From an optimization exercise on the open Yosys and OpenROAD flow, aimed at small area, a short achievable clock period and few clock cycles; shortcuts taken in it are not production practice. At most, simulation tests tie the RTL to the original design; equivalence was not proved. Power and IR drop assume default switching activity.

// cobs_crc_frame_receiver_core
module cobs_crc_frame_receiver_core (
  input  logic       clk,
  input  logic       rst,
  input  logic       s_axis_tvalid,
  output logic       s_axis_tready,
  input  logic [7:0] s_axis_tdata,   
  input  logic [0:0] s_axis_tuser,   
  output logic       m_axis_tvalid,
  input  logic       m_axis_tready,
  output logic [7:0] m_axis_tdata,   
  output logic [7:0] m_axis_tuser,   
  output logic       m_axis_tlast
);
Size: ~1800 cells after synthesis, about 32 I/O pins, ~22000 µm² of cells after synthesis.
Settings: LEC_CHECK=0, CAP_MARGIN=20, CORE_MARGIN=2, CORE_UTILIZATION=40, SETUP_SLACK_MARGIN=4, SLEW_MARGIN=20; clock period 8.0 ns.
run.sh (not shown) runs the stock make flow with config.mk's settings and CLKGATE_MAP_FILE= SYNTH_SCRIPT=/design/flow/synth_recipe.tcl, a recipe that flattens the netlist after the stock synthesis.
Testbench counts at the start, summed over its fixed seeds: cycles 15,433.
Next try:
Settings changed: SETUP_SLACK_MARGIN 4 to 5.
Count of clock-buffer cells in the layout rose by 3.
Die area stays the same.
Via count rose by a few percent.
Next try:
Settings changed: SETUP_SLACK_MARGIN 5 to default.
Setup slack is worse by 1.1 ns.
Area after synthesis does not change.
First-iteration DRC count went down by about a fifth.
Non-clock buffer count goes down by 66.
Clock power fell by a few percent.
Design area shrinks by a few percent.
Hold slack loses 0.010 ns.
Sequential share of layout area came out higher by 3.0 points.
Routed wire length is lower by a few percent.
Power falls by a few percent.
Core utilization shrinks by 2.5 points.

---

cobs_crc_frame_receiver_core, a different RTL version from the one above (not shown whole).
Size in the first run: about 1600 cells after synthesis, roughly 690 flip-flops, about 32 I/O pins.
==> flow/design.v (excerpt) <==
module cobs_crc_frame_receiver_core (
  input  logic       clk,
  input  logic       rst,
  input  logic       s_axis_tvalid,
  output logic       s_axis_tready,
  input  logic [7:0] s_axis_tdata,   
  input  logic [0:0] s_axis_tuser,   
  output logic       m_axis_tvalid,
  input  logic       m_axis_tready,
  output logic [7:0] m_axis_tdata,   
  output logic [7:0] m_axis_tuser,   
  output logic       m_axis_tlast
);
  logic       rdy_q;
  logic       acc;
  logic       in_v;
  logic       in_r;
  logic [7:0] in_b;
  logic       in_z;
  logic [7:0] in_b_n;
  logic       sk_v;
  logic       sk_r;
  logic [7:0] sk_b;
  logic       hold;
  logic       proc;
  logic       in_v_n;
  logic       sk_v_n;
  assign s_axis_tready = rdy_q;
  assign acc  = s_axis_tvalid && rdy_q;
  assign proc = in_v && !hold;
  always_comb begin
    in_v_n = in_v;
    sk_v_n = sk_v;
    if (proc || !in_v) begin
      in_v_n = sk_v || acc;
      sk_v_n = sk_v && acc;
    end else if (acc) begin
      sk_v_n = 1'b1;
    end
  end
  ...
export LEC_CHECK = 0
export CAP_MARGIN = 20
export CORE_MARGIN = 2
export CORE_UTILIZATION = 55
export CTS_BUF_LIST = sky130_fd_sc_hd__clkbuf_8
export CTS_CLUSTER_DIAMETER = 55
export CTS_CLUSTER_SIZE = 18
export PLACE_DENSITY = 0.7
export SETUP_SLACK_MARGIN = 5
export SLEW_MARGIN = 20
create_clock -name core_clock -period 8.0 [get_ports {clk}]
The first run finished with timing, DRC and antenna clean.
Testbench counts at the start, summed over its fixed seeds: cycles 15,433.
Next try:
- CORE_UTILIZATION: 55 -> 40
- CTS_BUF_LIST: sky130_fd_sc_hd__clkbuf_8 -> sky130_fd_sc_hd__clkbuf_16
- CTS_CLUSTER_DIAMETER: 55 -> 80
- CTS_CLUSTER_SIZE: 18 -> 35
- PLACE_DENSITY: 0.7 -> not set
=> Utilization decreases by 16 points. Area after synthesis is unchanged. Wire length is higher by 2.5%. Total power goes up by 3.6%. Die area went up by 37%.
Next try:
- CTS_BUF_LIST: sky130_fd_sc_hd__clkbuf_16 -> sky130_fd_sc_hd__clkbuf_8 sky130_fd_sc_hd__clkbuf_16
- CTS_CLUSTER_DIAMETER: 80 -> 60
- CTS_CLUSTER_SIZE: 35 -> 25
What happened: The new run ran to the end with no violations. Global-route usage rose by 0.34 points. Via count rose slightly. Count of clock-buffer cells in the layout rose by 13. Cell area rose slightly. Power rose by a few percent. Sequential power barely changes. Routed wire length rose slightly. Clock power rose by about a fifth. Synthesized cell count does not change.
Next try:
- CTS_BUF_LIST: sky130_fd_sc_hd__clkbuf_8 sky130_fd_sc_hd__clkbuf_16 -> sky130_fd_sc_hd__clkbuf_8
- CTS_CLUSTER_DIAMETER: 60 -> 55
- CTS_CLUSTER_SIZE: 25 -> 18
After rerunning: Setup slack degrades by 0.045 ns; cell count is higher by 0.34%; non-clock buffer count is lower by 5.

---

## 10-11
cobs_crc_frame_receiver_core, a different RTL version from the one above (not shown whole).
Size: about 700 flip-flops, roughly 32 I/O pins.
export LEC_CHECK = 0
export CAP_MARGIN = 20
export CORE_MARGIN = 2
export CORE_UTILIZATION = 40
export SETUP_SLACK_MARGIN = 5
export SLEW_MARGIN = 20
create_clock -name core_clock -period 8.0 [get_ports {clk}]
[inputs] 11-04 vs 10-11
- an added CTS_CLUSTER_SIZE of 20
- an added CTS_BUF_LIST of sky130_fd_sc_hd__clkbuf_8
- an added CTS_CLUSTER_DIAMETER of 60
Findings:
- Final layout net count of 11-04 falls short of that of 10-11 slightly.
- Comparing 11-04 and 10-11, the higher non-clock buffer count was measured on 11-04.
- In terms of maximum number of pins on one net before global-route repair, 11-04 and 10-11 differ only marginally.
- 11-04 does better than 10-11 on via count.
Function was not checked in any run of this note: the RTL went through the layout flow alone.

---

Another version of the RTL of cobs_crc_frame_receiver_core (not shown whole).
Size in the first run: about 1600 cells after synthesis, ~32 I/O pins, roughly 21000 um2 of cells after synthesis.
==> flow/config.mk <==
export PLATFORM = sky130hd
export DESIGN_NAME = cobs_crc_frame_receiver_core
export DESIGN_NICKNAME = cobs_crc_frame_receiver_core
export VERILOG_FILES = /design/flow/design.v
export SDC_FILE = /design/flow/constraint.sdc
export NUM_CORES = 4
export LEC_CHECK = 0
export CAP_MARGIN = 20
export CORE_MARGIN = 2
export CORE_UTILIZATION = 55
export CTS_BUF_LIST = sky130_fd_sc_hd__clkbuf_8
export CTS_CLUSTER_DIAMETER = 50
export CTS_CLUSTER_SIZE = 15
export PLACE_DENSITY = 0.7
export SETUP_SLACK_MARGIN = 5
export SLEW_MARGIN = 20
==> flow/constraint.sdc <==
create_clock -name core_clock -period 8.0 [get_ports {clk}]
set_input_delay 1.6000 -clock core_clock [delete_from_list [all_inputs] [get_ports {clk}]]
set_output_delay 1.6000 -clock core_clock [all_outputs]
set_load 0.01 [all_outputs]
The starting point produced a clean layout.
Testbench counts at the start, summed over its fixed seeds: cycles 15,433.
Next try:
- CORE_UTILIZATION: 55 -> 40
- CTS_CLUSTER_DIAMETER: 50 -> 55
- CTS_CLUSTER_SIZE: 15 -> 18
- PLACE_DENSITY: 0.7 -> unset
=> Global-route usage drops by 5.6 points. Worst setup slack loses 0.039 ns. Sequential share of layout area increases by 0.38 points. Area after synthesis is unchanged. Clock skew increases by 0.023 ns. Total power decreases by 3.8%.

afterwards: timing with drivers on the ports:
No port has a modelled driver above. Below, the same layouts with a new extraction and two added sets of constraints.
Step 1 sets driving cells, clkbuf_16 on the clock port and buf_2 on the other inputs (assumed; they add their load-dependent delay and slew).
Step 2 adds t to the input delays and takes it off the output delays; t is the mean of the earliest and latest rising clock arrival at the registers after step 1. Input paths then give back, and output paths get back, about the clock's delay inside the block.
Slacks: no drivers / after step 1 / after step 2; pairs: no drivers / after step 1.
run | t (ns) | setup WS [ns] | worst setup path after step 2 | worst data-port slew with drivers (ns)
the first run of note 1 | 0.665 | 4.304 / 4.304 / 4.086 | input to register | 0.04
the second run of note 1 | 0.643 | 4.880 / 4.880 / 4.476 | input to register | 0.03
the third run of note 1 | 0.665 | 3.743 / 3.743 / 3.743 | register to register | 0.04
the first run of note 2 | 0.701 | 4.974 / 4.954 / 4.301 | input to register | 0.03
the second run of note 2 | 0.669 | 4.990 / 4.932 / 4.505 | input to register | 0.04
the third run of note 2 | 0.640 | 5.042 / 4.991 / 4.522 | input to register | 0.04
the fourth run of note 2 | 0.696 | 4.997 / 4.942 / 4.416 | input to register | 0.04
10-11 | 0.635 | 4.480 / 4.480 / 3.936 | input to register | 0.03
11-04 | 0.696 | 4.430 / 4.430 / 3.874 | input to register | 0.03
the first run of note 4 | 0.716 | 4.991 / 4.978 / 4.281 | input to register | 0.04
the second run of note 4 | 0.696 | 4.952 / 4.985 / 4.289 | input to register | 0.03
After both steps setup and hold are still met in every run listed. For the first run of note 4, which loses most, drivers alone change the setup slack by -0.013 ns; drivers and shift together by -0.710 ns.
